Source: an optimization exercise on an open RTL-to-GDS flow (aim: small area). Production flows keep margins and buffers that such runs may drop. Only simulation tests tie the RTL to the original design; equivalence was not proved. Power is estimated from default activity; no workload was simulated.

// servo_recipe_pwm_sequencer
module servo_recipe_pwm_sequencer #(
  parameter int RECIPE_DEPTH = srps_pkg::RECIPE_DEPTH_DEF
) (
  input  logic                          clk,
  input  logic                          rst_n,
  input  logic                          in_valid,
  output logic                          in_ready,
  input  srps_pkg::in_item_t            in_data,
  output logic                          out_valid,
  input  logic                          out_ready,
  output srps_pkg::out_item_t           out_data,
  input  logic                          psel,
  input  logic                          penable,
  input  logic                          pwrite,
  input  logic [srps_pkg::CFG_AW-1:0]   paddr,
  input  logic [srps_pkg::CFG_DW-1:0]   pwdata,
  output logic [srps_pkg::CFG_DW-1:0]   prdata,
  output logic                          pready
);
export LEC_CHECK = 0
export CAP_MARGIN = 20
export CORE_MARGIN = 2
export CORE_UTILIZATION = 55
export CTS_BUF_LIST = sky130_fd_sc_hd__clkbuf_8
export CTS_CLUSTER_DIAMETER = 45
export CTS_CLUSTER_SIZE = 16
export GPL_TIMING_DRIVEN = 0
export SLEW_MARGIN = 20
create_clock -name core_clock -period 9.0 [get_ports {clk}]
standard.sh (not shown) runs the stock make flow with config.mk's settings and CLKGATE_MAP_FILE= SYNTH_SCRIPT=/design/flow/synth_recipe.tcl, a recipe that flattens the netlist after the stock synthesis.
==> flow/flow/run.sh <==
#!/bin/bash
# Layout flow: the standard flow (standard.sh) with two changes.
#  - Synthesis maps the logic with the area-oriented ABC script in
#    flow/abc_area.script and without Yosys's full-adder extraction. Flip-flops
#    are mapped before ABC runs, so registers, their names and cell types are
#    those of the standard synthesis.
#  - Port buffering uses the smallest buffer, sky130_fd_sc_hd__buf_1.
# Each step's full output goes to its own log here; ORFS's logs are under orfs/.
set -euo pipefail
cd "$(dirname "${BASH_SOURCE[0]}")/.."
W=$PWD
rm -rf "$W/scripts_area"
cp -r "$FLOW_HOME/scripts" "$W/scripts_area"
cp "$W/flow/abc_area.script" "$W/scripts_area/abc_area.script"
bash standard.sh SCRIPTS_DIR="$W/scripts_area" ABC_AREA=1 ADDER_MAP_FILE= synth > "$W/synth.log" 2>&1
bash standard.sh "BUFFER_PORTS_ARGS=-buffer_cell sky130_fd_sc_hd__buf_1" finish > "$W/layout.log" 2>&1
==> flow/flow/abc_area.script <==
&get -n
&deepsyn -T 120
&put
dch -f
amap
mfs2
strash
dch -f
amap
topo
stime -c
Then changed:
- CAP_MARGIN: 20 -> 10
- CORE_UTILIZATION: 55 -> 70
- CTS_CLUSTER_DIAMETER: 45 -> 40
- CTS_CLUSTER_SIZE: 16 -> 20
- PLACE_DENSITY: not set -> 0.8
- SLEW_MARGIN: 20 -> 10
Outcome: The new run ran to the end with no violations; non-clock buffer count shrinks by 5; sequential power hardly moves; power grows by 1.3%; register-to-register slack loses 110 ps; critical path depth shrinks by 1; synthesized area is unchanged; worst setup slack loses 110 ps; worst hold slack loses 3.5 ps; routed wire length shrinks by 2.8%; core utilization grows by 17 points; clock-buffer cell count shrinks by 2.

* * *

servo_recipe_pwm_sequencer, a different RTL version from the one above (not shown whole).
Size in the first run: about 1900 cells after synthesis, about 110 I/O pins.
export LEC_CHECK = 0
export CAP_MARGIN = 20
export CORE_MARGIN = 2
export CORE_UTILIZATION = 80
export GPL_TIMING_DRIVEN = 0
export PLACE_DENSITY = 0.9
export SLEW_MARGIN = 20
create_clock -name core_clock -period 9.0 [get_ports {clk}]
==> flow/flow/run.sh <==
#!/bin/bash
# Layout flow: the standard flow (standard.sh) with these changes.
#  - Synthesis maps the logic with the area-oriented ABC script in
#    flow/abc_area.script and without Yosys's full-adder extraction. Flip-flops
#    are mapped before ABC runs, so registers, their names and cell types are
#    those of the standard synthesis.
#  - Port buffering uses the smallest buffer, sky130_fd_sc_hd__buf_1.
#  - Clock tree synthesis uses clkbuf_8 sink clusters and inserts no dummy
#    loads.
# Each step's full output goes to its own log here; ORFS's logs are under orfs/.
set -euo pipefail
cd "$(dirname "${BASH_SOURCE[0]}")/.."
W=$PWD
rm -rf "$W/scripts_area"
cp -r "$FLOW_HOME/scripts" "$W/scripts_area"
cp "$W/flow/abc_area.script" "$W/scripts_area/abc_area.script"
bash standard.sh SCRIPTS_DIR="$W/scripts_area" ABC_AREA=1 ADDER_MAP_FILE= synth > "$W/synth.log" 2>&1
bash standard.sh "BUFFER_PORTS_ARGS=-buffer_cell sky130_fd_sc_hd__buf_1" \
  "CTS_ARGS=-sink_clustering_enable -repair_clock_nets -sink_clustering_size 20 -sink_clustering_max_diameter 44 -buf_list sky130_fd_sc_hd__clkbuf_8 -dont_use_dummy_load" \
  finish > "$W/layout.log" 2>&1
Scripts as last shown in full above: flow/flow/abc_area.script
Then changed:
--- a/flow/config.mk
+++ b/flow/config.mk
@@ -9,5 +9,5 @@
 export CORE_MARGIN = 2
-export CORE_UTILIZATION = 80
+export CORE_UTILIZATION = 70
 export GPL_TIMING_DRIVEN = 0
-export PLACE_DENSITY = 0.9
+export PLACE_DENSITY = 0.8
 export SLEW_MARGIN = 20
The new run ran to the end with no violations.
Final cell count went up by 2.5%.
Power decreases by 1.5%.
Clock skew went up by 0.0096 ns.
Routed wire length shrinks by 11%.

[static timing again, ports no longer ideal]
In the flow no input, the clock included, has a driving cell. The finished layouts below were timed again as built, in two steps. Step 1 (the two cells are an assumption about what drives the block):
set clk [get_ports {clk}]
set_driving_cell -lib_cell sky130_fd_sc_hd__clkbuf_16 $clk
set_driving_cell -lib_cell sky130_fd_sc_hd__buf_2 [delete_from_list [all_inputs] $clk]
Step 2 moves the port delays by t, midway between the first and last clock arrival at a register: inputs arrive t later, outputs are due t later. That takes back most of the time a late clock gives input paths. a / b / c = ideal ports / drivers / drivers and shift; a / b = the first two.
| run | shift t [ns] | slack for setup (ns) | worst setup path after step 2 | clock arrival spread, ns | worst data-port slew with drivers (ns) |
|---|---|---|---|---|---|
| the first run of note 1 | 0.675 | 1.154 / 1.154 / 0.539 | input to register | 0.062 / 0.062 | 0.04 |
| the second run of note 1 | 0.650 | 1.044 / 1.044 / 0.532 | input to register | 0.075 / 0.076 | 0.04 |
| the first run of note 2 | 0.611 | 0.555 / 0.579 / -0.032 | input to register | 0.066 / 0.066 | 0.04 |
| the second run of note 2 | 0.605 | 0.840 / 0.840 / 0.478 | input to register | 0.092 / 0.092 | 0.03 |
With both steps, setup timing fails in the first run of note 2, where it was met with ideal ports. The setup slack of the first run of note 1, which loses most, moves by 0.000 ns with the drivers and by -0.615 ns with both steps.
